This design comes from an exercise in tuning for a short achievable clock period and few clock cycles on the open sky130 flow, not from production work. Where RTL was checked, it was by simulation tests only, not by an equivalence proof against the original. Function not checked in runs 3 and 4: the RTL went through the layout flow alone. Power is estimated from default activity; no workload was simulated.

`flow/run.sh`:
```
#!/bin/bash
# synth_recipe.tcl (not shown) runs the flow's synth.tcl, then flattens the netlist and writes it again
# the make line also repeats each setting of config.mk as NAME=value (left out here)
make -C /OpenROAD-flow-scripts/flow DESIGN_CONFIG=/design/flow/config.mk WORK_HOME=/design/flow/orfs CLKGATE_MAP_FILE= SYNTH_SCRIPT=/design/flow/synth_recipe.tcl finish
```
`flow/config.mk`:
```
export PLATFORM = sky130hd
export DESIGN_NAME = cpu
export DESIGN_NICKNAME = cpu
export VERILOG_FILES = /design/flow/design.v
export SDC_FILE = /design/flow/constraint.sdc
export NUM_CORES = 4
export LEC_CHECK = 0
export ABC_CLOCK_PERIOD_IN_PS = 4000
export CAP_MARGIN = 20
export CORE_MARGIN = 2
export CORE_UTILIZATION = 40
export PLACE_DENSITY = 0.6
export SETUP_SLACK_MARGIN = 2.5
export SLEW_MARGIN = 20
```
`flow/constraint.sdc`:
```
create_clock -name core_clock -period 7.0 [get_ports {clock}]
set_input_delay 1.4000 -clock core_clock [delete_from_list [all_inputs] [get_ports {clock}]]
set_output_delay 1.4000 -clock core_clock [all_outputs]
set_load 0.01 [all_outputs]
```
`flow/design.v`:
```
package cpu_pkg;
	typedef logic [31:0] word_t;
	typedef logic [4:0] reg_addr_t;
	localparam logic [6:0] opc_op     = 7'b0110011;
	localparam logic [6:0] opc_op_imm = 7'b0010011;
	localparam logic [6:0] opc_load   = 7'b0000011;
	localparam logic [6:0] opc_store  = 7'b0100011;
	localparam logic [6:0] opc_branch = 7'b1100011;
	localparam logic [6:0] opc_jal    = 7'b1101111;
	typedef struct packed {
		logic valid;
		logic pred_taken;   
		word_t instr;
		word_t pc4;         
		word_t btarget;     
	} ifid_t;
	typedef struct packed {
		logic valid;
		logic reg_write;    
		logic mem_read;
		logic mem_write;
		logic branch;
		logic pred_taken;
		logic op_add;
		logic op_sub;
		logic op_and;
		logic op_or;
		logic op_xor;
		logic op_slt;
		logic fwd_a;
		logic fwd_b;
		logic fwd_s;
		reg_addr_t rd;
		word_t a;
		word_t b;
		word_t s;           
		word_t alt_pc;      
	} idex_t;
	typedef struct packed {
		logic valid;
		logic reg_write;
		logic mem_read;
		logic mem_write;
		reg_addr_t rd;
		word_t result;
		word_t store_data;
	} exmem_t;
endpackage
`timescale 1ns/1ps
module fetch_stage #(
	parameter cpu_pkg::word_t reset_pc = 32'h0000_0000
) (
	input logic clock,
	input logic reset,
	input logic stall,
	input logic redirect,
	input cpu_pkg::word_t redirect_pc,
	output cpu_pkg::word_t instr_addr,
	input cpu_pkg::word_t instr_data,
	output cpu_pkg::ifid_t ifid
);
	cpu_pkg::word_t pc;
	cpu_pkg::word_t pc_next;
	cpu_pkg::word_t pc4;
	cpu_pkg::word_t jtarget;
	cpu_pkg::word_t btarget;
	cpu_pkg::word_t imm_j;
	cpu_pkg::word_t imm_b;
	logic is_jal;
	logic is_beq;
	logic pred_b;
	assign instr_addr = pc;
	assign imm_j = {{11{instr_data[31]}}, instr_data[31], instr_data[19:12], instr_data[20],
		instr_data[30:21], 1'b0};
	assign imm_b = {{19{instr_data[31]}}, instr_data[31], instr_data[7], instr_data[30:25],
		instr_data[11:8], 1'b0};
	assign is_jal = instr_data[6:0] == cpu_pkg::opc_jal;
	assign is_beq = instr_data[6:0] == cpu_pkg::opc_branch;
	assign pred_b = is_beq && (instr_data[31] || instr_data[19:15] == instr_data[24:20]);
	assign pc4 = pc + 32'd4;
	assign jtarget = pc + imm_j;
	assign btarget = pc + imm_b;
	always_comb begin
		if (redirect) begin
			pc_next = redirect_pc;
		end else if (stall) begin
			pc_next = pc;
		end else if (is_jal) begin
			pc_next = jtarget;
		end else if (pred_b) begin
			pc_next = btarget;
		end else begin
			pc_next = pc4;
		end
	end
	always_ff @(posedge clock or negedge reset) begin
		if (!reset) begin
			pc <= reset_pc;
			ifid.valid <= 1'b0;
		end else begin
			pc <= pc_next;
			if (redirect) begin
				ifid.valid <= 1'b0;
			end else if (!stall) begin
				ifid.valid <= 1'b1;
			end
		end
	end
	always_ff @(posedge clock) begin
		if (!stall) begin
			ifid.pred_taken <= pred_b;
			ifid.instr <= instr_data;
			ifid.pc4 <= pc4;
			ifid.btarget <= btarget;
		end
	end
endmodule
`timescale 1ns/1ps
module decode_stage (
	input logic clock,
	input logic reset,
	input cpu_pkg::ifid_t ifid,
	input logic redirect,
	input cpu_pkg::exmem_t exmem,
	input cpu_pkg::word_t data_rdata,
	output cpu_pkg::idex_t idex,
	output logic stall
);
	logic [6:0] opcode;
	logic [2:0] funct3;
	cpu_pkg::reg_addr_t rs1;
	cpu_pkg::reg_addr_t rs2;
	cpu_pkg::reg_addr_t rd;
	logic is_op;
	logic is_opimm;
	logic is_load;
	logic is_store;
	logic is_branch;
	logic is_jal;
	logic uses_rs1;
	logic uses_rs2;
	logic writes;
	cpu_pkg::word_t imm_i;
	cpu_pkg::word_t imm_s;
	cpu_pkg::word_t mem_value;
	logic mem_wen;
	cpu_pkg::word_t rs1_data;
	cpu_pkg::word_t rs2_data;
	cpu_pkg::word_t register_file [1:31];
	assign opcode = ifid.instr[6:0];
	assign funct3 = ifid.instr[14:12];
	assign rs1 = ifid.instr[19:15];
	assign rs2 = ifid.instr[24:20];
	assign rd = ifid.instr[11:7];
	assign is_op = opcode == cpu_pkg::opc_op;
	assign is_opimm = opcode == cpu_pkg::opc_op_imm;
	assign is_load = opcode == cpu_pkg::opc_load;
	assign is_store = opcode == cpu_pkg::opc_store;
	assign is_branch = opcode == cpu_pkg::opc_branch;
	assign is_jal = opcode == cpu_pkg::opc_jal;
	assign uses_rs1 = is_op || is_opimm || is_load || is_store || is_branch;
	assign uses_rs2 = is_op || is_store || is_branch;
	assign writes = (is_op || is_opimm || is_load || is_jal) && rd != 5'd0;
	assign imm_i = {{20{ifid.instr[31]}}, ifid.instr[31:20]};
	assign imm_s = {{20{ifid.instr[31]}}, ifid.instr[31:25], ifid.instr[11:7]};
	assign mem_wen = exmem.valid && exmem.reg_write;
	assign mem_value = exmem.mem_read ? data_rdata : exmem.result;
	always_ff @(posedge clock) begin
		if (mem_wen) begin
			register_file[exmem.rd] <= mem_value;
		end
	end
	function automatic cpu_pkg::word_t read_reg(input cpu_pkg::reg_addr_t addr);
		cpu_pkg::word_t value;
		if (addr == 5'd0) begin
			value = '0;
		end else if (mem_wen && exmem.rd == addr) begin
			value = mem_value;
		end else begin
			value = register_file[addr];
		end
		read_reg = value;
	endfunction
	assign rs1_data = read_reg(rs1);
	assign rs2_data = read_reg(rs2);
	assign stall = ifid.valid && idex.valid && idex.mem_read && idex.reg_write &&
		((uses_rs1 && rs1 == idex.rd) || (uses_rs2 && rs2 == idex.rd));
	logic ex_writes;
	assign ex_writes = idex.valid && idex.reg_write;
	always_ff @(posedge clock or negedge reset) begin
		if (!reset) begin
			idex.valid <= 1'b0;
		end else begin
			idex.valid <= ifid.valid && !redirect && !stall;
		end
	end
	always_ff @(posedge clock) begin
		idex.reg_write <= writes;
		idex.mem_read <= is_load;
		idex.mem_write <= is_store;
		idex.branch <= is_branch;
		idex.pred_taken <= ifid.pred_taken;
		idex.op_sub <= is_op && funct3 == 3'b000 && ifid.instr[30];
		idex.op_slt <= is_op && funct3 == 3'b010;
		idex.op_xor <= is_op && funct3 == 3'b100;
		idex.op_or <= is_op && funct3 == 3'b110;
		idex.op_and <= is_op && funct3 == 3'b111;
		idex.op_add <= !(is_op && (funct3 == 3'b010 || funct3 == 3'b100 || funct3 == 3'b110 ||
			funct3 == 3'b111 || (funct3 == 3'b000 && ifid.instr[30])));
		idex.fwd_a <= ex_writes && uses_rs1 && rs1 == idex.rd;
		idex.fwd_b <= ex_writes && (is_op || is_branch) && rs2 == idex.rd;
		idex.fwd_s <= ex_writes && uses_rs2 && rs2 == idex.rd;
		idex.rd <= rd;
		idex.a <= is_jal ? ifid.pc4 : rs1_data;
		idex.b <= is_jal ? 32'd0 : (is_store ? imm_s : ((is_opimm || is_load) ? imm_i : rs2_data));
		idex.s <= rs2_data;
		idex.alt_pc <= ifid.pred_taken ? ifid.pc4 : ifid.btarget;
	end
endmodule
`timescale 1ns/1ps
module execute_stage (
	input logic clock,
	input logic reset,
	input cpu_pkg::idex_t idex,
	output cpu_pkg::exmem_t exmem,
	output logic redirect,
	output cpu_pkg::word_t redirect_pc
);
	cpu_pkg::word_t a;
	cpu_pkg::word_t b;
	cpu_pkg::word_t s;
	cpu_pkg::word_t sum;
	cpu_pkg::word_t diff;
	cpu_pkg::word_t result;
	logic lt;
	logic eq;
	assign a = idex.fwd_a ? exmem.result : idex.a;
	assign b = idex.fwd_b ? exmem.result : idex.b;
	assign s = idex.fwd_s ? exmem.result : idex.s;
	assign sum = a + b;
	assign diff = a - b;
	assign lt = (a[31] ^ b[31]) ? a[31] : diff[31];
	assign eq = a == b;
	assign result = ({32{idex.op_add}} & sum) | ({32{idex.op_sub}} & diff) |
		({32{idex.op_and}} & (a & b)) | ({32{idex.op_or}} & (a | b)) |
		({32{idex.op_xor}} & (a ^ b)) | {31'd0, idex.op_slt & lt};
	assign redirect = idex.valid && idex.branch && (eq != idex.pred_taken);
	assign redirect_pc = idex.alt_pc;
	always_ff @(posedge clock or negedge reset) begin
		if (!reset) begin
			exmem.valid <= 1'b0;
		end else begin
			exmem.valid <= idex.valid;
		end
	end
	always_ff @(posedge clock) begin
		exmem.reg_write <= idex.reg_write;
		exmem.mem_read <= idex.mem_read;
		exmem.mem_write <= idex.mem_write;
		exmem.rd <= idex.rd;
		exmem.result <= result;
		exmem.store_data <= s;
	end
endmodule
`timescale 1ns/1ps
module memory_stage (
	input cpu_pkg::exmem_t exmem,
	output cpu_pkg::word_t data_addr,
	output cpu_pkg::word_t data_wdata,
	output logic data_wen,
	output logic data_ren
);
	assign data_addr = exmem.result;
	assign data_wdata = exmem.store_data;
	assign data_wen = exmem.valid && exmem.mem_write;
	assign data_ren = exmem.valid && exmem.mem_read;
endmodule
`timescale 1ns/1ps
module cpu #(
	parameter cpu_pkg::word_t reset_pc = 32'h0000_0000
) (
	input logic clock,
	input logic reset,
	output cpu_pkg::word_t instr_addr,
	input cpu_pkg::word_t instr_data,
	output cpu_pkg::word_t data_addr,
	output cpu_pkg::word_t data_wdata,
	output logic data_wen,
	output logic data_ren,
	input cpu_pkg::word_t data_rdata
);
	cpu_pkg::ifid_t ifid;
	cpu_pkg::idex_t idex;
	cpu_pkg::exmem_t exmem;
	logic stall;
	logic redirect;
	cpu_pkg::word_t redirect_pc;
	fetch_stage #(
		.reset_pc(reset_pc)
	) u_fetch (
		.clock(clock),
		.reset(reset),
		.stall(stall),
		.redirect(redirect),
		.redirect_pc(redirect_pc),
		.instr_addr(instr_addr),
		.instr_data(instr_data),
		.ifid(ifid)
	);
	decode_stage u_decode (
		.clock(clock),
		.reset(reset),
		.ifid(ifid),
		.redirect(redirect),
		.exmem(exmem),
		.data_rdata(data_rdata),
		.idex(idex),
		.stall(stall)
	);
	execute_stage u_execute (
		.clock(clock),
		.reset(reset),
		.idex(idex),
		.exmem(exmem),
		.redirect(redirect),
		.redirect_pc(redirect_pc)
	);
	memory_stage u_memory (
		.exmem(exmem),
		.data_addr(data_addr),
		.data_wdata(data_wdata),
		.data_wen(data_wen),
		.data_ren(data_ren)
	);
endmodule
```
==> results of run 1 <==
[per-stage QoR]
stage | setup slack (ps) | hold WS [ps]
after floorplan | 2504 | 309.6
after global placement | 1733 | 311.2
after detailed placement | 1768 | 321.1
after CTS | 2497 | 338.6
after global routing | 2354 | 347.0
final | 2488 | 337.6
[cell usage after synthesis (17+ instances only)]
master,instances
edfxtp_1,1088
mux4_2,563
nor2_1,294
a21oi_1,249
dfxtp_1,229
nand2_1,224
mux2i_1,211
clkbuf_1,193
inv_1,143
ha_1,139
o21ai_0,116
mux2_2,93
buf_4,79
a211oi_1,69
xnor2_1,66
nand3_1,62
nor3_1,59
buf_1,56
a22o_1,41
xor2_1,41
buf_2,38
dfrtp_1,35
a21o_1,34
and2_1,25
o211ai_1,25
o21bai_1,24
nand4_1,23
nand2b_1,21
a31oi_1,20
or3_1,19
o31ai_1,18
a221oi_1,17
[area by class of cell]
cell class	instances	area [um2]
Fill cell	14740	92570
Inverter	145	551.8
Clock inverter	65	549.3
Timing Repair Buffer	263	2532
Sequential cell	1352	38180
Multi-Input combinational cell	2692	27720
Tap cell	2218	2775
Clock buffer	194	4030
[cell usage in the layout (no fill, tap or decap), types with 86 or more instances in the layout]
master,count
clkdlybuf4s50_1,162
ha_1,137
a21oi_1,247
o21ai_0,115
dfxtp_1,212
mux4_2,563
mux2i_1,206
buf_4,86
clkbuf_16,151
inv_1,143
nor2_1,258
edfxtp_1,1088
nand2_1,224
mux2_2,93
[cells by family (layout without fill, tap and decap cells)]
group	count (synthesis)	after routing	share of synthesized area, %
xor gates and xnor gates	107	107	1.382
buffers and inverters	513	667	3.370
and+or+nand+nor	810	810	5.440
muxes	867	867	23.37
AOI/OAI and AO/OA	764	764	7.476
adders and majority gates	144	144	2.713
DFF	1352	1352	56.25
[worst reg2reg max path: cells and delay by family, from the launching register on]
family,cells,cell delay [ps]
flops,1,710
simple gates,4,850
mux,1,260
fa+ha+maj,2,930
compound gates,7,1650
[where the power goes]
group          internal, uW  total [uW]  switching [uW]  leakage [uW]
registers             10100       10900             818        0.0122
logic                  1930        5130            3210        0.0115
clock network          4330        7530            3200       0.00224
total                 16300       23600            7220        0.0260
[worst paths after layout]
check | slack [ps] | startpoint | to | cells past startpoint
min in group asynchronous | 780 | reset | u_fetch.pc[30] | 1
min reg2reg | 340 | u_decode.idex[144] | u_execute.exmem[69] | 0
max in group asynchronous | 5610 | reset | u_fetch.pc[10] | 1
max reg2reg | 2490 | u_execute.exmem[33] | u_execute.exmem[63] | 14
min | 340 | u_decode.idex[144] | u_execute.exmem[69] | 0
max | 2490 | u_execute.exmem[33] | u_execute.exmem[63] | 14
[metal layers]
layer  routed length (um)  track usage (%)
met1                84430            31.91
met2               105900            40.83
met3                13640            3.305
met4                11130            11.96
met5                    0                0
[sequential cells by signal, summed over array words and instances (netlist names), named ones only]
register / cells
u_fetch.pc: 32
u_decode.register_file: 992
u_decode.idex: 148
u_execute.exmem: 73
u_fetch.ifid: 97
[what timing repair did]
item                                    4_1_cts  5_1_grt
gates resized for setup                      11       14
hold buffers                                  0        0
endpoints found under the setup margin       19       11
setup buffers                                 4        0
pin swaps                                     0        0
==> impl_metrics.tcl, run 1 <==
set metrics [dict create \
    place.gp.congestion 0.9186 \
    layout.nets 4808 \
    cp_top_family "compound AO/OA/AOI/OAI gates" \
    clk_pin_slew_ps 60 \
    synthArstFlopShare_pct 2.589 \
    synth_cells 4557 \
    grt_pass1_wl_mm 307.1 \
    syn_nets 4767 \
    clock_skew_ps 21.76 \
    critPathArrivalTime_ps 5160 \
    tns_ps 0 \
    totalWireLength_mm 215.1 \
    criticalPathCategory "reg2reg" \
    vdd_drop_max_uv 193.1 \
    cts_buffers 144 \
    via_per_inst 6.168 \
    fin_area_um2 76340 \
    io_buffers 163 \
    fin_util_pct 45.20 \
    critPathLaunchType "flop" \
    wl_per_cell_um 31.04 \
    syn_area_um2 67790 \
    synth-edff-count 1088 \
    stdcell_count 6929 \
    cp.required_ps 7650 \
    status "finished clean" \
    first_pass_iters 6 \
    cap_violations 0 \
    grt_start_max_net_pins 98 \
    drt_iter0_drc 4989 \
    design.core.area_um2 168900 \
    crit_slowest_cell "dfxtp_1" \
    post-route-min-period_ps 4512 \
    total_power_uw 23570 \
    cp_slowest_stage_delay_ps 710 \
    dpl_cell_area_um2 71630 \
    drive_gt1_share_pct 22.61 \
    cp_max_fo 5 \
    track_usage_pct 24.60 \
    syn_area_per_cell_um2 14.88 \
    worstSetupEndpointType "flop" \
    yosysUniqueCellTypes 88 \
    vias 42740 \
    num_rows 151 \
    relSlewSlack_pct 33.41 \
    finalSetupViolations 0 \
    dp_hpwl_mm 133.6 \
    cts-root-buf "clkbuf_16" \
    overflow 0 \
    report.final.slew_viol_count 0 \
    yosys.area.top_type_share_pct 48.20 \
    ioPinCount 164 \
    rsz0062_at_grt "yes" \
    crit_chain "mux2i_2 > ha_1 > o21bai_1 > a211oi_1 > nand2_1 > nand3b_1 > a31oi_4 > o21bai_1 > nand2_1 > a21oi_1 > o31ai_2 > fa_1 > a221oi_1 > nand3_1" \
    dp.cells 6665 \
    grt_pass1_vias 42140 \
    critPathBufInv 0 \
    initial_utilization_pct 40.13 \
    yosysTopAreaCell "edfxtp_1" \
    ys.flop_type "edfxtp_1" \
    synth_area_leaders "edfxtp_1 48%, mux4_2 19%, dfxtp_1 6.8%" \
    die_w_um 415.7 \
    tightestPinTransition_ps 996.4 \
    yosysSeqAreaShare_pct 56.25 \
    finalCritPeriodShare_pct 64.46 \
    synth_warnings 3 \
    clockBufferDepth 3 \
    cts_tree "done" \
    n_antenna_cell 0 \
    fp.dieArea_um2 172800 \
    worstSkewPairLatency_ps 780 \
    finalHoldViolCount 0 \
    die_y_um 415.7 \
    p_per_area_nw_per_um2 308.8 \
    p_leak_uw 0.02597 \
    fmax_mhz 221.6 \
    antenna_found_initial 4 \
    drc 0 \
    final_antenna_net_count 0 \
    cts_sinks 1352 \
    ys_ff_latch 1352 \
    hp-class "reg2reg" \
    htree_num_levels 4 \
    area_growth_pct 12.62 \
]
Testbench counts, summed over its fixed seeds: cycles 145,360.
==> run 2: changes to the inputs <==
==> flow/config.mk (replaced) <==
export PLATFORM = sky130hd
export DESIGN_NAME = cpu
export DESIGN_NICKNAME = cpu
export VERILOG_FILES = /design/flow/design.v
export SDC_FILE = /design/flow/constraint.sdc
export NUM_CORES = 4
export LEC_CHECK = 0
export ABC_CLOCK_PERIOD_IN_PS = 3000
export CAP_MARGIN = 20
export CORE_MARGIN = 2
export CORE_UTILIZATION = 40
export PLACE_DENSITY = 0.6
export SETUP_SLACK_MARGIN = 3.5
export SLEW_MARGIN = 20
==> run 2 against run 1 <==
Compared with the run above:
- flip-flop and latch count unchanged
- count of clock-buffer cells in the layout is 10 lower
- total power grew 3.6%
- synthesized cell count unchanged
- combinational power rose by 12%
- die area stayed put
- critical path type unchanged
- sequential power about the same
- critical endpoint is now u_execute.exmem[61]
- global-route usage up 0.78 points
- largest cell class unchanged
- largest power group unchanged
- synthesized area stayed put
==> impl_metrics.tcl, run 2 <==
set metrics [dict create \
    status "finished clean" \
    dp_hpwl_mm 136.4 \
    grt_pass1_wl_mm 316.8 \
    die_y_um 415.7 \
    ys_ff_latch 1352 \
    multi_input_area_um2 29550 \
    first_pass_iters 9 \
    post-route-min-period_ps 3917 \
    fin_area_um2 79930 \
    grt_start_max_net_pins 114 \
    pre_cts_ws_ps 1881 \
    final_antenna_net_count 0 \
    hp-class "reg2reg" \
    ys_top_cells_by_count "1088 x edfxtp_1, 563 x mux4_2, 294 x nor2_1" \
    layout_commonest_cell "edfxtp_1" \
    grt_pass1_vias 43650 \
    finalCritPeriodShare_pct 55.96 \
    total_power_uw 24410 \
    drt_iter0_drc 4783 \
    num_rows 151 \
    finalWorstSetupSlack_ps 3083 \
    synth-edff-count 1088 \
    crit_chain "buf_12 > mux2i_2 > inv_1 > ha_1 > nor2b_2 > a211oi_2 > nand2_2 > nand3b_1 > a31oi_4 > o21bai_4 > nand2_2 > buf_4 > buf_4 > buf_4 > buf_4 > buf_4 > buf_4 > buf_4 > a311o_1 > o221ai_2" \
    totalWireLength_mm 224.3 \
    syn_nets 4767 \
    p_per_area_nw_per_um2 305.4 \
    fp.dieArea_um2 172800 \
    drc 0 \
    crit_path_frequent_cell "buf_4" \
    fmax_mhz 255.3 \
    yosysSeqAreaShare_pct 56.25 \
    cts-root-buf "clkbuf_16" \
    vias 44060 \
    overflow 0 \
    track_usage_pct 25.38 \
    syn_area_per_cell_um2 14.88 \
    initial_utilization_pct 40.13 \
    synth_area_leaders "edfxtp_1 48%, mux4_2 19%, dfxtp_1 6.8%" \
    ys.flop_type "edfxtp_1" \
    place.gp.congestion 0.9029 \
    stdcell_count 7070 \
    critPathArrivalTime_ps 4620 \
    finalSetupViolations 0 \
    tns_ps 0 \
    dp.cells 6669 \
    criticalPathCategory "reg2reg" \
    vdd_drop_max_uv 267.9 \
    die_w_um 415.7 \
    htree_num_levels 4 \
    finalHoldViolCount 0 \
    ioPinCount 164 \
    clock_skew_ps 25.08 \
    tightestPinTransition_ps 1106 \
    wl_per_cell_um 31.73 \
    yosysTopAreaCell "edfxtp_1" \
    synth_most_common_cell "edfxtp_1" \
    max_flop_register "u_decode.register_file" \
    dpl_cell_area_um2 71900 \
    worstSkewPairLatency_ps 800 \
    seq_area_um2 38200 \
    yosys.area.top_type_share_pct 48.20 \
    worstSetupEndpointType "flop" \
    crit_slowest_cell "dfxtp_4" \
    via_per_inst 6.232 \
    synth_cells 4557 \
    reg_top3 "u_decode.register_file x992, u_decode.idex x148, u_fetch.ifid x97" \
    antenna_found_initial 8 \
    cp.required_ps 7700 \
    io_buffers 163 \
    design.core.area_um2 168900 \
    cts_buffers 146 \
    syn_area_um2 67790 \
    yosysUniqueCellTypes 88 \
    p_leak_uw 0.02730 \
    critPathLaunchType "flop" \
    clockBufferDepth 3 \
    cp_max_fo 5 \
    largest_register_ff_count 992 \
    fillerInstances 14370 \
    drive_gt1_share_pct 29.62 \
    clk_pin_slew_ps 60 \
    cts_tree "done" \
    rsz0062_at_grt "yes" \
    layout.nets 4945 \
    cp_slowest_stage_delay_ps 390 \
    synth_warnings 3 \
    report.final.slew_viol_count 0 \
    cap_violations 0 \
    cts_sinks 1352 \
    final_cell_mix "1088 x edfxtp_1, 563 x mux4_2, 250 x nor2_1" \
    synthArstFlopShare_pct 2.589 \
    relSlewSlack_pct 24.12 \
    area_growth_pct 17.91 \
]
==> run 2: changes by cell type in the layout (fill, tap and decap cells not counted), sizes merged, moves of 2 or more <==
cell | before | now
bufinv | 8 | 11
clkinvlp | 5 | 3
clkdlybuf4s15 | 0 | 2
clkdlybuf4s50 | 162 | 145
buf | 101 | 224
dlymetal6s2s | 0 | 5
clkinv | 44 | 58
bufbuf | 0 | 4
clkbuf | 194 | 191
dlygate4sd2 | 0 | 10
==> run 2: layout make-up <==
type	count	area share, %
clock inverters	80	0.9330
well taps	2218	3.472
multi-input cells	2693	36.97
clock buffers	184	4.931
inverters	145	0.6966
repair buffers	397	5.202
flip-flops and latches	1352	47.79
diodes	1	0.003131
==> run 2: power by group <==
group          switching [uW]  internal, uW
Sequential                873         10100
Clock                    3280          4400
Combinational            3450          2310
Total                    7610         16800
==> run 2: path summary, 6_finish.rpt <==
check                                   startpoint                   to  slack [ps]  cells past startpoint
worst max-delay path            u_decode.idex[135]  u_execute.exmem[61]        3080                     20
worst min-delay path            u_decode.idex[144]  u_execute.exmem[69]         330                      0
worst max register to register  u_decode.idex[135]  u_execute.exmem[61]        3080                     20
worst min register to register  u_decode.idex[144]  u_execute.exmem[69]         330                      0
max in group asynchronous                    reset  u_execute.exmem[72]        5450                      1
min in group asynchronous                    reset       u_fetch.pc[31]         790                      1
==> run 2: repair_timing <==
action / CTS / global route
resized for setup: 230 / 192
buffers inserted: 72 / 50
endpoints found under the setup margin: 189 / 80
pin swaps: 28 / 63
hold buffers: 0 / 0
gates cloned: 6 / 8
==> run 2: metal layers <==
layer  vias to the layer above  GRT usage, %  part of all wire, %  wire length, um
met5                         -             0                0.016               36
met1                     23000         32.01                   38            85560
li1                      18440             -                    -                -
met2                      2128         42.21                   49           109800
met3                       488         4.461                  7.5            16720
met4                         6         12.64                  5.5            12230
==> run 2: logic make-up after synthesis <==
family,count (synthesis),synth area share (%)
multiplexers,867,23.37
XOR/XNOR,107,1.382
buffers and inverters,513,3.370
AO/OA/AOI/OAI,764,7.476
adder cells (fa/ha/maj),144,2.713
AND/OR/NAND/NOR,810,5.440
flip-flops,1352,56.25
==> run 2: worst max-delay path, delay by kind of cell (launching register included) <==
kind,cells,cell delay (ps)
buf+inv,9,1160
simple gates,4,620
compound gates,5,1100
mux,1,330
fa+ha+maj,1,250
flops,1,390
==> run 2: through the flow <==
step,util [%],hold WS [ps]
floorplan,-,309.6
finish,47.32,330.1
detailed placement,42.57,316.4
CTS,46.45,330.3
global placement,42.57,310.5
global route,47.32,355.1
==> run 3: changes to the inputs <==
--- a/flow/design.v
+++ b/flow/design.v
@@ -10,9 +10,10 @@
 	typedef struct packed {
 		logic valid;
 		logic pred_taken;   
+		logic far_jal;      
 		word_t instr;
+		word_t pc;
 		word_t pc4;         
-		word_t btarget;     
 	} ifid_t;
 	typedef struct packed {
 		logic valid;
@@ -21,6 +22,8 @@
 		logic mem_write;
 		logic branch;
 		logic pred_taken;
+		logic force_jump;   
+		logic eq;           
 		logic op_add;
 		logic op_sub;
 		logic op_and;
@@ -59,36 +62,52 @@
 	input cpu_pkg::word_t instr_data,
 	output cpu_pkg::ifid_t ifid
 );
+	localparam int lo = 10;
 	cpu_pkg::word_t pc;
 	cpu_pkg::word_t pc_next;
 	cpu_pkg::word_t pc4;
-	cpu_pkg::word_t jtarget;
-	cpu_pkg::word_t btarget;
-	cpu_pkg::word_t imm_j;
-	cpu_pkg::word_t imm_b;
+	cpu_pkg::word_t target;
+	logic [31:lo] pc_hi_inc;
+	logic [31:lo] pc_hi_dec;
+	logic [31:lo] target_hi;
+	logic [lo:0] target_lo;
+	logic [lo-1:0] off_lo;
+	logic off_sign;
 	logic is_jal;
 	logic is_beq;
-	logic pred_b;
+	logic small_j;
+	logic small_b;
+	logic take_j;
+	logic take_b;
 	assign instr_addr = pc;
-	assign imm_j = {{11{instr_data[31]}}, instr_data[31], instr_data[19:12], instr_data[20],
-		instr_data[30:21], 1'b0};
-	assign imm_b = {{19{instr_data[31]}}, instr_data[31], instr_data[7], instr_data[30:25],
-		instr_data[11:8], 1'b0};
 	assign is_jal = instr_data[6:0] == cpu_pkg::opc_jal;
 	assign is_beq = instr_data[6:0] == cpu_pkg::opc_branch;
-	assign pred_b = is_beq && (instr_data[31] || instr_data[19:15] == instr_data[24:20]);
+	assign off_sign = instr_data[31];
+	assign small_j = instr_data[19:12] == {8{off_sign}} && instr_data[20] == off_sign &&
+		instr_data[30] == off_sign;
+	assign small_b = instr_data[7] == off_sign && instr_data[30] == off_sign;
+	assign off_lo = is_jal ? {instr_data[29:21], 1'b0} : {instr_data[29:25], instr_data[11:8], 1'b0};
+	assign take_j = is_jal && small_j;
+	assign take_b = is_beq && small_b && (off_sign || instr_data[19:15] == instr_data[24:20]);
 	assign pc4 = pc + 32'd4;
-	assign jtarget = pc + imm_j;
-	assign btarget = pc + imm_b;
+	assign pc_hi_inc = pc[31:lo] + 1'b1;
+	assign pc_hi_dec = pc[31:lo] - 1'b1;
+	assign target_lo = {1'b0, pc[lo-1:0]} + {1'b0, off_lo};
+	always_comb begin
+		case ({target_lo[lo], off_sign})
+			2'b10: target_hi = pc_hi_inc;
+			2'b01: target_hi = pc_hi_dec;
+			default: target_hi = pc[31:lo];
+		endcase
+	end
+	assign target = {target_hi, target_lo[lo-1:0]};
 	always_comb begin
 		if (redirect) begin
 			pc_next = redirect_pc;
 		end else if (stall) begin
 			pc_next = pc;
-		end else if (is_jal) begin
-			pc_next = jtarget;
-		end else if (pred_b) begin
-			pc_next = btarget;
+		end else if (take_j || take_b) begin
+			pc_next = target;
 		end else begin
 			pc_next = pc4;
 		end
@@ -108,10 +127,11 @@
 	end
 	always_ff @(posedge clock) begin
 		if (!stall) begin
-			ifid.pred_taken <= pred_b;
+			ifid.pred_taken <= take_b;
+			ifid.far_jal <= is_jal && !small_j;
 			ifid.instr <= instr_data;
+			ifid.pc <= pc;
 			ifid.pc4 <= pc4;
-			ifid.btarget <= btarget;
 		end
 	end
 endmodule
@@ -142,6 +162,9 @@
 	logic writes;
 	cpu_pkg::word_t imm_i;
 	cpu_pkg::word_t imm_s;
+	cpu_pkg::word_t imm_b;
+	cpu_pkg::word_t imm_j;
+	cpu_pkg::word_t target;
 	cpu_pkg::word_t mem_value;
 	logic mem_wen;
 	cpu_pkg::word_t rs1_data;
@@ -163,6 +186,11 @@
 	assign writes = (is_op || is_opimm || is_load || is_jal) && rd != 5'd0;
 	assign imm_i = {{20{ifid.instr[31]}}, ifid.instr[31:20]};
 	assign imm_s = {{20{ifid.instr[31]}}, ifid.instr[31:25], ifid.instr[11:7]};
+	assign imm_b = {{19{ifid.instr[31]}}, ifid.instr[31], ifid.instr[7], ifid.instr[30:25],
+		ifid.instr[11:8], 1'b0};
+	assign imm_j = {{11{ifid.instr[31]}}, ifid.instr[31], ifid.instr[19:12], ifid.instr[20],
+		ifid.instr[30:21], 1'b0};
+	assign target = ifid.pc + (is_jal ? imm_j : imm_b);
 	assign mem_wen = exmem.valid && exmem.reg_write;
 	assign mem_value = exmem.mem_read ? data_rdata : exmem.result;
 	always_ff @(posedge clock) begin
@@ -200,6 +228,8 @@
 		idex.mem_write <= is_store;
 		idex.branch <= is_branch;
 		idex.pred_taken <= ifid.pred_taken;
+		idex.force_jump <= ifid.far_jal;
+		idex.eq <= rs1_data == rs2_data;
 		idex.op_sub <= is_op && funct3 == 3'b000 && ifid.instr[30];
 		idex.op_slt <= is_op && funct3 == 3'b010;
 		idex.op_xor <= is_op && funct3 == 3'b100;
@@ -214,7 +244,7 @@
 		idex.a <= is_jal ? ifid.pc4 : rs1_data;
 		idex.b <= is_jal ? 32'd0 : (is_store ? imm_s : ((is_opimm || is_load) ? imm_i : rs2_data));
 		idex.s <= rs2_data;
-		idex.alt_pc <= ifid.pred_taken ? ifid.pc4 : ifid.btarget;
+		idex.alt_pc <= ifid.pred_taken ? ifid.pc4 : target;
 	end
 endmodule
 `timescale 1ns/1ps
@@ -240,11 +270,18 @@
 	assign sum = a + b;
 	assign diff = a - b;
 	assign lt = (a[31] ^ b[31]) ? a[31] : diff[31];
-	assign eq = a == b;
+	always_comb begin
+		case ({idex.fwd_a, idex.fwd_b})
+			2'b00: eq = idex.eq;
+			2'b10: eq = exmem.result == idex.b;
+			2'b01: eq = idex.a == exmem.result;
+			default: eq = 1'b1;
+		endcase
+	end
 	assign result = ({32{idex.op_add}} & sum) | ({32{idex.op_sub}} & diff) |
 		({32{idex.op_and}} & (a & b)) | ({32{idex.op_or}} & (a | b)) |
 		({32{idex.op_xor}} & (a ^ b)) | {31'd0, idex.op_slt & lt};
-	assign redirect = idex.valid && idex.branch && (eq != idex.pred_taken);
+	assign redirect = idex.valid && ((idex.branch && (eq != idex.pred_taken)) || idex.force_jump);
 	assign redirect_pc = idex.alt_pc;
 	always_ff @(posedge clock or negedge reset) begin
 		if (!reset) begin
==> run 3 against run 2 <==
Compared with the run above:
- clock power about the same
- combinational power increased by about 20%
- total power increased by 4.4%
- cell area increased by 4.6%
- flip-flop and latch count increased by 2
- setup slack got worse by 1500 ps
- via count increased by 9.1%
- non-clock buffer count increased by 228
- synthesized area increased by 0.61%
- hold slack got worse by 1.7 ps
- count of clock-buffer cells in the layout increased by 4
- largest cell class unchanged
- first-iteration DRC count increased by 31%
==> impl_metrics.tcl, run 3 <==
set metrics [dict create \
    antenna_found_initial 2 \
    wl_met2_mm 115.9 \
    report.final.slew_viol_count 0 \
    relSlewSlack_pct 26.44 \
    place.gp.congestion 0.9165 \
    final_cell_mix "1088 x edfxtp_1, 448 x mux4_2, 303 x buf_4" \
    reg_top3 "u_decode.register_file x992, u_decode.idex x150, u_fetch.ifid x97" \
    initial_utilization_pct 40.29 \
    synth_cells 4894 \
    syn_area_per_cell_um2 13.93 \
    io_buffers 163 \
    via_per_inst 6.312 \
    cp_slowest_stage_delay_ps 390 \
    yosys.area.top_type_share_pct 47.91 \
    hp-class "reg2reg" \
    cts_tree "done" \
    finalSetupViolations 0 \
    critPathBufInv 5 \
    synth-edff-count 1088 \
    cts_sinks 1354 \
    multi_input_area_um2 30740 \
    tns_ps 0 \
    overflow 0 \
    pre_cts_ws_ps 206.1 \
    finalCritPeriodShare_pct 77.75 \
    largest_register_ff_count 992 \
    first_pass_iters 8 \
    rsz0062_at_grt "yes" \
    dp_hpwl_mm 144.4 \
    ys_top_cells_by_count "1088 x edfxtp_1, 448 x mux4_2, 312 x nor2_1" \
    synth_compound_area_share_pct 10.29 \
    finalHoldViolCount 0 \
    reg2reg_from "u_fetch.pc[2]" \
    cap_violations 0 \
    hold-path-cell-count 0 \
    power_frac_clock_pct 30.2 \
    worstSetupEndpointType "flop" \
    yosys.area_share.simple_pct 5.864 \
    yosysSeqAreaShare_pct 55.97 \
    ioPinCount 164 \
    cts-root-buf "clkbuf_16" \
    met1Wirelength_mm 90.34 \
    vias 48060 \
    clockBufferDepth 3 \
    track_usage_pct 27.14 \
    p_per_area_nw_per_um2 304.8 \
    p_leak_uw 0.02869 \
    totalWireLength_mm 242.9 \
    critPathLaunchType "input port" \
    power.internal_uw 17290 \
    fin_util_pct 49.37 \
    worstSkewPairLatency_ps 820 \
    grt_pass1_vias 46690 \
    design.core.area_um2 169300 \
    synth_most_common_cell "edfxtp_1" \
    crit_path_frequent_cell "a21o_1" \
    cp_top_family "compound AO/OA/AOI/OAI gates" \
    highest_layer "met4" \
    synth_top_family_by_area "multiplexers" \
    ys.flop_type "edfxtp_1" \
    max_flop_register "u_decode.register_file" \
    crit_slowest_cell "or3b_4" \
    synth_warnings 3 \
    post-route-min-period_ps 5442 \
    htree_num_levels 4 \
    r2r_setup_slack_ps 2620 \
    tightestPinTransition_ps 1103 \
    min_from "u_decode.idex[146]" \
    r2r-end "u_fetch.pc[27]" \
    criticalPathCategory "in2reg" \
    synthMuxAreaShare_pct 19.05 \
    synthArstFlopShare_pct 2.585 \
    final_antenna_net_count 0 \
    p_sw_share_pct 32.11 \
    critPathArrivalTime_ps 6180 \
    p_comb_share_pct 27.2 \
    finalWorstSetupSlack_ps 1558 \
    netSwitchingPower_uw 8181 \
    yosysTopAreaCell "edfxtp_1" \
    grt_pass1_wl_mm 338.9 \
    seq_area_um2 38250 \
    synth_area_leaders "edfxtp_1 48%, mux4_2 15%, dfxtp_1 6.8%" \
    syn_nets 5125 \
    rr_worst_depth 23 \
    vdd_drop_max_uv 277.6 \
    drt_iter0_drc 6288 \
    num_rows 151 \
    status "finished clean" \
    synthAdderAreaFrac_pct 3.093 \
    whs_endpoint "u_execute.exmem[69]" \
    synth-xor-area-share_pct 2.337 \
    cp.required_ps 7740 \
    ys_ff_latch 1354 \
    die_y_um 416.9 \
    fillerInstances 14150 \
    cts_buffers 147 \
    layout_commonest_cell "edfxtp_1" \
    yosysUniqueCellTypes 80 \
    cp_max_fo 5 \
    area_growth_pct 22.55 \
    drive_gt1_share_pct 31.37 \
    fp.dieArea_um2 173800 \
    wl_met3_mm 21.98 \
    clock_skew_ps 51.10 \
    seqPwrFrac_pct 42.7 \
    layout.nets 5511 \
    drc 0 \
    wl_per_cell_um 31.90 \
    clk_pin_slew_ps 60 \
    die_w_um 416.9 \
    grt_start_max_net_pins 80 \
    syn_area_um2 68200 \
    fmax_mhz 183.8 \
]
-- run 3: cell families (layout without fill, tap and decap cells) --
kind of cell | Yosys count | in the layout
adders and majority gates | 165 | 165
DFF | 1354 | 1354
AOI/OAI and AO/OA | 1060 | 1060
muxes | 726 | 726
xor gates and xnor gates | 182 | 182
other | 0 | 3
buffers and inverters | 520 | 1016
and+or+nand+nor | 887 | 891
-- run 3: through the flow --
step	total power, uW	instances	hold WS [ps]	cell area, um2
after floorplan	14110	4894	309.6	68780
after global placement	16320	7040	315.1	72870
after detailed placement	16390	7040	316.0	72870
after CTS	24860	7522	330.3	81710
after global routing	26290	7614	333.7	83570
final	25480	7615	328.4	83570
-- run 3: layout make-up --
cell class	instances	share of cell area, %
timing repair buffer	625	7.899
tap	2218	3.321
sequential	1354	45.77
clock inverter	75	0.9791
antenna	3	0.008983
multi-input combinational	3024	36.78
inverter	128	0.5959
clock buffer	188	4.646
-- run 3: worst max-delay path by stage --
stage                       start        endpoint  depth (start not counted)
global route        instr_data[6]  u_fetch.pc[27]                         30
global placement    instr_data[6]  u_fetch.pc[27]                         28
floorplan           instr_data[6]  u_fetch.pc[27]                         25
finish              instr_data[1]  u_fetch.pc[27]                         29
detailed placement  instr_data[6]  u_fetch.pc[27]                         28
CTS                 instr_data[4]  u_fetch.pc[27]                         29
-- run 3: timing repair --
action                     in CTS  in global routing
hold buffers                    0                  0
setup endpoints to repair     216                 83
cloned                         20                  4
pin swaps                     144                169
gates resized for setup       445                235
buffers inserted              199                 85
-- run 3: worst reg2reg max path, stage by stage (launching register included) --
cell and delay [ps]:
dfrtp_2 500, ha_4 270, a21o_1 150, a21o_1 180, a21oi_2 110, nor2_1 50
nor2_2 170, o21ai_2 90, a21o_1 190, a21oi_4 170, ha_4 200, buf_12 120
buf_12 100, ha_4 190, a21o_1 190, a21oi_2 170, a2bb2oi_2 210, a41oi_2 170
nor2_2 160, nor2b_1 70, o21ai_1 160, or3b_4 400, a211oi_2 220, a21o_1 100
-- run 3: per-layer routing --
layer,track usage (%),up-vias
li1,-,20030
met1,34.20,24640
met2,44.45,2771
met3,5.611,628
met4,13.66,0
met5,0,-
-- run 3: power by group through the flow --
stage               Sequential [uW]  Combinational [uW]  Clock [uW]
finish                        10900                6920        7680
global placement              11000                5330           0
floorplan                     10500                3620           0
global route                  10900                7340        8050
detailed placement            11000                5410           0
CTS                           10800                6250        7770
==> run 4: changes to the inputs <==
--- a/flow/design.v
+++ b/flow/design.v
@@ -7,22 +7,30 @@
 	localparam logic [6:0] opc_store  = 7'b0100011;
 	localparam logic [6:0] opc_branch = 7'b1100011;
 	localparam logic [6:0] opc_jal    = 7'b1101111;
+	localparam int btb_entries = 8;
 	typedef struct packed {
 		logic valid;
-		logic pred_taken;   
-		logic far_jal;      
+		logic hit;          
+		logic [$clog2(btb_entries)-1:0] hit_index;
 		word_t instr;
 		word_t pc;
 		word_t pc4;         
 	} ifid_t;
 	typedef struct packed {
+		logic write;
+		logic valid;
+		logic use_index;    
+		logic [$clog2(btb_entries)-1:0] index;
+		logic [31:0] tag;
+		logic [31:0] target;
+	} btb_update_t;
+	typedef struct packed {
 		logic valid;
 		logic reg_write;    
 		logic mem_read;
 		logic mem_write;
 		logic branch;
 		logic pred_taken;
-		logic force_jump;   
 		logic eq;           
 		logic op_add;
 		logic op_sub;
@@ -56,58 +64,50 @@
 	input logic clock,
 	input logic reset,
 	input logic stall,
-	input logic redirect,
-	input cpu_pkg::word_t redirect_pc,
+	input logic ex_redirect,
+	input cpu_pkg::word_t ex_redirect_pc,
+	input logic id_redirect,
+	input cpu_pkg::word_t id_redirect_pc,
+	input cpu_pkg::btb_update_t btb_update,
 	output cpu_pkg::word_t instr_addr,
 	input cpu_pkg::word_t instr_data,
 	output cpu_pkg::ifid_t ifid
 );
-	localparam int lo = 10;
+	localparam int n = cpu_pkg::btb_entries;
+	localparam int iw = $clog2(n);
 	cpu_pkg::word_t pc;
 	cpu_pkg::word_t pc_next;
 	cpu_pkg::word_t pc4;
-	cpu_pkg::word_t target;
-	logic [31:lo] pc_hi_inc;
-	logic [31:lo] pc_hi_dec;
-	logic [31:lo] target_hi;
-	logic [lo:0] target_lo;
-	logic [lo-1:0] off_lo;
-	logic off_sign;
-	logic is_jal;
-	logic is_beq;
-	logic small_j;
-	logic small_b;
-	logic take_j;
-	logic take_b;
+	logic [n-1:0] btb_valid;
+	cpu_pkg::word_t btb_tag [n];
+	cpu_pkg::word_t btb_target [n];
+	logic [iw-1:0] btb_next;
+	logic [n-1:0] hit_vec;
+	logic hit;
+	logic [iw-1:0] hit_index;
+	cpu_pkg::word_t pred_target;
+	logic [iw-1:0] write_index;
 	assign instr_addr = pc;
-	assign is_jal = instr_data[6:0] == cpu_pkg::opc_jal;
-	assign is_beq = instr_data[6:0] == cpu_pkg::opc_branch;
-	assign off_sign = instr_data[31];
-	assign small_j = instr_data[19:12] == {8{off_sign}} && instr_data[20] == off_sign &&
-		instr_data[30] == off_sign;
-	assign small_b = instr_data[7] == off_sign && instr_data[30] == off_sign;
-	assign off_lo = is_jal ? {instr_data[29:21], 1'b0} : {instr_data[29:25], instr_data[11:8], 1'b0};
-	assign take_j = is_jal && small_j;
-	assign take_b = is_beq && small_b && (off_sign || instr_data[19:15] == instr_data[24:20]);
 	assign pc4 = pc + 32'd4;
-	assign pc_hi_inc = pc[31:lo] + 1'b1;
-	assign pc_hi_dec = pc[31:lo] - 1'b1;
-	assign target_lo = {1'b0, pc[lo-1:0]} + {1'b0, off_lo};
 	always_comb begin
-		case ({target_lo[lo], off_sign})
-			2'b10: target_hi = pc_hi_inc;
-			2'b01: target_hi = pc_hi_dec;
-			default: target_hi = pc[31:lo];
-		endcase
+		hit_index = '0;
+		pred_target = '0;
+		for (int i = 0; i < n; i++) begin
+			hit_vec[i] = btb_valid[i] && btb_tag[i] == pc;
+			pred_target = pred_target | ({32{hit_vec[i]}} & btb_target[i]);
+			hit_index = hit_index | ({iw{hit_vec[i]}} & iw'(i));
+		end
+		hit = |hit_vec;
 	end
-	assign target = {target_hi, target_lo[lo-1:0]};
 	always_comb begin
-		if (redirect) begin
-			pc_next = redirect_pc;
+		if (ex_redirect) begin
+			pc_next = ex_redirect_pc;
+		end else if (id_redirect) begin
+			pc_next = id_redirect_pc;
 		end else if (stall) begin
 			pc_next = pc;
-		end else if (take_j || take_b) begin
-			pc_next = target;
+		end else if (hit) begin
+			pc_next = pred_target;
 		end else begin
 			pc_next = pc4;
 		end
@@ -118,7 +118,7 @@
 			ifid.valid <= 1'b0;
 		end else begin
 			pc <= pc_next;
-			if (redirect) begin
+			if (ex_redirect || id_redirect) begin
 				ifid.valid <= 1'b0;
 			end else if (!stall) begin
 				ifid.valid <= 1'b1;
@@ -127,13 +127,31 @@
 	end
 	always_ff @(posedge clock) begin
 		if (!stall) begin
-			ifid.pred_taken <= take_b;
-			ifid.far_jal <= is_jal && !small_j;
+			ifid.hit <= hit;
+			ifid.hit_index <= hit_index;
 			ifid.instr <= instr_data;
 			ifid.pc <= pc;
 			ifid.pc4 <= pc4;
 		end
 	end
+	assign write_index = btb_update.use_index ? btb_update.index : btb_next;
+	always_ff @(posedge clock or negedge reset) begin
+		if (!reset) begin
+			btb_valid <= '0;
+			btb_next <= '0;
+		end else if (btb_update.write) begin
+			btb_valid[write_index] <= btb_update.valid;
+			if (!btb_update.use_index) begin
+				btb_next <= btb_next + 1'b1;
+			end
+		end
+	end
+	always_ff @(posedge clock) begin
+		if (btb_update.write) begin
+			btb_tag[write_index] <= btb_update.tag;
+			btb_target[write_index] <= btb_update.target;
+		end
+	end
 endmodule
 `timescale 1ns/1ps
 module decode_stage (
@@ -141,6 +159,9 @@
 	input logic reset,
 	input cpu_pkg::ifid_t ifid,
 	input logic redirect,
+	output logic id_redirect,
+	output cpu_pkg::word_t id_redirect_pc,
+	output cpu_pkg::btb_update_t btb_update,
 	input cpu_pkg::exmem_t exmem,
 	input cpu_pkg::word_t data_rdata,
 	output cpu_pkg::idex_t idex,
@@ -190,7 +211,23 @@
 		ifid.instr[11:8], 1'b0};
 	assign imm_j = {{11{ifid.instr[31]}}, ifid.instr[31], ifid.instr[19:12], ifid.instr[20],
 		ifid.instr[30:21], 1'b0};
-	assign target = ifid.pc + (is_jal ? imm_j : imm_b);
+	cpu_pkg::word_t target_j;
+	cpu_pkg::word_t target_b;
+	assign target_j = ifid.pc + imm_j;
+	assign target_b = ifid.pc + imm_b;
+	assign target = is_jal ? target_j : target_b;
+	logic should_take;
+	logic mispredicted;
+	assign should_take = is_jal || (is_branch && (ifid.instr[31] || rs1 == rs2));
+	assign mispredicted = ifid.valid && !stall && ifid.hit != should_take;
+	assign id_redirect = mispredicted;
+	assign id_redirect_pc = should_take ? target : ifid.pc4;
+	assign btb_update.write = mispredicted;
+	assign btb_update.valid = should_take;
+	assign btb_update.use_index = ifid.hit;
+	assign btb_update.index = ifid.hit_index;
+	assign btb_update.tag = ifid.pc;
+	assign btb_update.target = target;
 	assign mem_wen = exmem.valid && exmem.reg_write;
 	assign mem_value = exmem.mem_read ? data_rdata : exmem.result;
 	always_ff @(posedge clock) begin
@@ -227,8 +264,7 @@
 		idex.mem_read <= is_load;
 		idex.mem_write <= is_store;
 		idex.branch <= is_branch;
-		idex.pred_taken <= ifid.pred_taken;
-		idex.force_jump <= ifid.far_jal;
+		idex.pred_taken <= should_take;
 		idex.eq <= rs1_data == rs2_data;
 		idex.op_sub <= is_op && funct3 == 3'b000 && ifid.instr[30];
 		idex.op_slt <= is_op && funct3 == 3'b010;
@@ -244,7 +280,7 @@
 		idex.a <= is_jal ? ifid.pc4 : rs1_data;
 		idex.b <= is_jal ? 32'd0 : (is_store ? imm_s : ((is_opimm || is_load) ? imm_i : rs2_data));
 		idex.s <= rs2_data;
-		idex.alt_pc <= ifid.pred_taken ? ifid.pc4 : target;
+		idex.alt_pc <= should_take ? ifid.pc4 : target;
 	end
 endmodule
 `timescale 1ns/1ps
@@ -281,7 +317,7 @@
 	assign result = ({32{idex.op_add}} & sum) | ({32{idex.op_sub}} & diff) |
 		({32{idex.op_and}} & (a & b)) | ({32{idex.op_or}} & (a | b)) |
 		({32{idex.op_xor}} & (a ^ b)) | {31'd0, idex.op_slt & lt};
-	assign redirect = idex.valid && ((idex.branch && (eq != idex.pred_taken)) || idex.force_jump);
+	assign redirect = idex.valid && idex.branch && (eq != idex.pred_taken);
 	assign redirect_pc = idex.alt_pc;
 	always_ff @(posedge clock or negedge reset) begin
 		if (!reset) begin
@@ -332,14 +368,20 @@
 	logic stall;
 	logic redirect;
 	cpu_pkg::word_t redirect_pc;
+	logic id_redirect;
+	cpu_pkg::word_t id_redirect_pc;
+	cpu_pkg::btb_update_t btb_update;
 	fetch_stage #(
 		.reset_pc(reset_pc)
 	) u_fetch (
 		.clock(clock),
 		.reset(reset),
 		.stall(stall),
-		.redirect(redirect),
-		.redirect_pc(redirect_pc),
+		.ex_redirect(redirect),
+		.ex_redirect_pc(redirect_pc),
+		.id_redirect(id_redirect),
+		.id_redirect_pc(id_redirect_pc),
+		.btb_update(btb_update),
 		.instr_addr(instr_addr),
 		.instr_data(instr_data),
 		.ifid(ifid)
@@ -349,6 +391,9 @@
 		.reset(reset),
 		.ifid(ifid),
 		.redirect(redirect),
+		.id_redirect(id_redirect),
+		.id_redirect_pc(id_redirect_pc),
+		.btb_update(btb_update),
 		.exmem(exmem),
 		.data_rdata(data_rdata),
 		.idex(idex),
==> run 4 against run 3 <==
Compared with the run above:
- still clean on timing, DRC and antenna
- critical path depth decreased by 15
- synthesized cell count increased by 24%
- setup slack improved by 1500 ps
- count of clock-buffer cells in the layout rose by 65
- sequential power increased by 33%
- flip-flop and latch count is 516 higher
- first-iteration DRC count up 29%
- final cell count up 26%
- critical endpoint is now u_execute.exmem[63]
==> impl_metrics.tcl, run 4 <==
set metrics [dict create \
    synthArstFlopShare_pct 2.460 \
    rsz0062_at_grt "yes" \
    dp_hpwl_mm 198.0 \
    yosysUniqueCellTypes 95 \
    crit_chain "buf_12 > mux2i_4 > ha_4 > or3_4 > or4_4 > or2_4 > o22ai_4 > a211oi_4 > a21oi_2 > o22ai_2 > o31a_1 > fa_1 > o221ai_1 > a211o_1" \
    overflow 0 \
    layout.nets 6670 \
    drive_gt1_share_pct 26.92 \
    clockBufferDepth 3 \
    grt_pass1_wl_mm 440.3 \
    cp_slowest_stage_delay_ps 540 \
    tns_ps 0 \
    grt_start_max_net_pins 64 \
    vias 60030 \
    worstSkewPairLatency_ps 900 \
    synth-edff-count 1594 \
    fin_area_um2 106600 \
    criticalPathCategory "reg2reg" \
    finalSetupViolations 0 \
    grt_pass1_vias 58160 \
    p_per_area_nw_per_um2 298.0 \
    final_cell_mix "1594 x edfxtp_1, 419 x mux4_2, 366 x nand2_1" \
    cp.required_ps 7760 \
    cts_buffers 198 \
    hp-class "reg2reg" \
    synth_most_common_cell "edfxtp_1" \
    design.core.area_um2 219700 \
    cts-root-buf "clkbuf_16" \
    relSlewSlack_pct 18.90 \
    ys_top_cells_by_count "1594 x edfxtp_1, 419 x mux4_2, 386 x nand2_1" \
    vdd_drop_max_uv 218.2 \
    finalWorstSetupSlack_ps 3020 \
    track_usage_pct 27.54 \
    synth_warnings 3 \
    yosys.area.top_type_share_pct 54.10 \
    critPathLaunchType "flop" \
    fmax_mhz 251.3 \
    drc 0 \
    r2r_setup_slack_ps 3020 \
    max_flop_register "u_decode.register_file" \
    clock_skew_ps 81.27 \
    synth_cells 6085 \
    htree_num_levels 4 \
    post-route-min-period_ps 3980 \
    tightestPinTransition_ps 1183 \
    ys.flop_type "edfxtp_1" \
    reg_top3 "u_decode.register_file x992, u_fetch.btb_target x253, u_fetch.btb_tag x251" \
    ys_ff_latch 1870 \
    cts_tree "done" \
    totalWireLength_mm 317.8 \
    wl_per_cell_um 33.10 \
    dpl_cell_area_um2 93520 \
    worstSetupEndpointType "flop" \
    cp_max_fo 5 \
    critPathArrivalTime_ps 4740 \
    hold_buffers 0 \
    fp.dieArea_um2 225000 \
    finalHoldViolCount 0 \
    total_power_uw 31750 \
    die_w_um 474.3 \
    p_leak_uw 0.03627 \
    syn_nets 6291 \
    area_growth_pct 20.43 \
    crit_slowest_cell "fa_1" \
    syn_area_per_cell_um2 14.54 \
    cts_sinks 1870 \
    clk_pin_slew_ps 70 \
    pre_cts_ws_ps 2002 \
    place.gp.congestion 0.9366 \
    die_y_um 474.3 \
    syn_area_um2 88480 \
    drt_iter0_drc 8093 \
    status "finished clean" \
    first_pass_iters 10 \
    report.final.slew_viol_count 0 \
    final_antenna_net_count 0 \
    yosysSeqAreaShare_pct 60.60 \
    num_rows 172 \
    antenna_found_initial 19 \
    ioPinCount 164 \
    layout_commonest_cell "edfxtp_1" \
    cap_violations 0 \
    synth_area_leaders "edfxtp_1 54%, mux4_2 11%, dfxtp_1 5.2%" \
    largest_register_ff_count 992 \
    finalCritPeriodShare_pct 56.85 \
    via_per_inst 6.252 \
    initial_utilization_pct 40.27 \
    yosysTopAreaCell "edfxtp_1" \
    io_buffers 163 \
]
[run 4: cell count changes after synthesis, sizes merged, moves of 77 or more]
| cell | before | now |
|---|---|---|
| a211oi | 184 | 92 |
| buf | 166 | 246 |
| edfxtp | 1088 | 1594 |
| mux2i | 182 | 267 |
| nand2 | 270 | 386 |
| o21ai | 215 | 138 |
| xnor2 | 119 | 274 |
[run 4: repair_timing]
action | in CTS | in global routing
gates cloned | 19 | 5
buffers inserted | 214 | 67
pin swaps | 95 | 103
gates resized for setup | 519 | 236
endpoints found under the setup margin | 953 | 531
[run 4: cell type report]
cell class / count / area, um2
Timing Repair Buffer: 640 / 6596
Fill cell: 18450 / 113200
Inverter: 159 / 620.6
Sequential cell: 1870 / 53760
Antenna cell: 15 / 37.54
Clock inverter: 111 / 1325
Tap cell: 2958 / 3701
Clock buffer: 253 / 5314
Multi-Input combinational cell: 3595 / 35210
[run 4: per-stage QoR]
stage,hold WS [ps],std cells,utilization (%)
final,334.9,9601,48.50
after global routing,337.4,9598,48.50
after CTS,336.8,9514,47.69
after detailed placement,321.9,8917,42.56
after global placement,314.1,8916,42.55
after floorplan,309.6,6085,-
[run 4: logic make-up after synthesis]
logic type                 after synthesis  synth area share [%]
and+or+nand+nor                       1102                 5.963
AOI/OAI and AO/OA                     1175                 9.321
DFF                                   1870                 60.60
muxes                                  762                 14.65
buffers and inverters                  628                 3.412
adders and majority gates              140                 2.014
xor gates and xnor gates               408                 4.038
[run 4: worst max-delay path: cells and delay by family, from the launching register on]
kind | cells | cell delay [ps]
flops | 1 | 410
mux | 1 | 270
fa+ha+maj | 2 | 780
compound gates | 7 | 1210
buf+inv | 1 | 150
simple gates | 3 | 1050
[run 4: routing by layer]
| layer | GRT usage, % | vias to the layer above | routed length (um) |
|---|---|---|---|
| li1 | - | 24630 | - |
| met4 | 12.51 | 4 | 16070 |
| met1 | 36.57 | 31100 | 121800 |
| met3 | 6.103 | 724 | 32990 |
| met2 | 43.16 | 3565 | 146900 |
| met5 | 0 | - | 25 |
[run 4: worst paths after layout]
| kind | from | to | depth (start not counted) |
|---|---|---|---|
| setup / recovery | u_decode.idex[134] | u_execute.exmem[63] | 14 |
| hold / removal | u_decode.idex[145] | u_execute.exmem[69] | 0 |
| setup reg to reg | u_decode.idex[134] | u_execute.exmem[63] | 14 |
| hold reg to reg | u_decode.idex[145] | u_execute.exmem[69] | 0 |
| max in group asynchronous | reset | u_fetch.pc[15] | 2 |
| min in group asynchronous | reset | u_fetch.btb_valid[0] | 2 |
[run 4: report_power, final]
| part | internal, uW | switching, uW | leakage, uW |
|---|---|---|---|
| logic | 2510 | 4030 | 0.0159 |
| registers | 13500 | 969 | 0.0172 |
| clock network | 6050 | 4680 | 0.00318 |

==> what the ideal ports hide <==
The flow's constraints put no driver on any port. The routed layouts listed below were extracted and timed again, unchanged, in two steps. Step 1 assumes that a clkbuf_16 drives the clock port and a buf_2 every other input. Step 2 also shifts input and output timing later by t, the mid clock arrival at the registers, as if the neighbouring blocks saw the same clock. Three values: ideal ports, drivers, drivers and shift; two values: the first two.
run | shift t [ns] | setup WS [ns] | worst hold slack (ns) | worst register clock-pin slew, ns | cell pins on the clock port's net
run 1 | 0.858 | 2.488 / 2.488 / 1.826 | 0.338 / 0.338 / 0.338 | 0.07 / 0.07 | 1
run 2 | 0.879 | 3.083 / 3.083 / 2.655 | 0.330 / 0.330 / 0.330 | 0.07 / 0.07 | 1
run 3 | 0.883 | 1.558 / 1.592 / 0.708 | 0.328 / 0.328 / 0.328 | 0.07 / 0.07 | 1
run 4 | 0.949 | 3.020 / 3.020 / 2.633 | 0.335 / 0.335 / 0.335 | 0.07 / 0.07 | 1
After both steps every run listed still meets setup and hold. The setup slack of run 3, which loses most, moves by +0.034 ns with the drivers and by -0.850 ns with both steps.
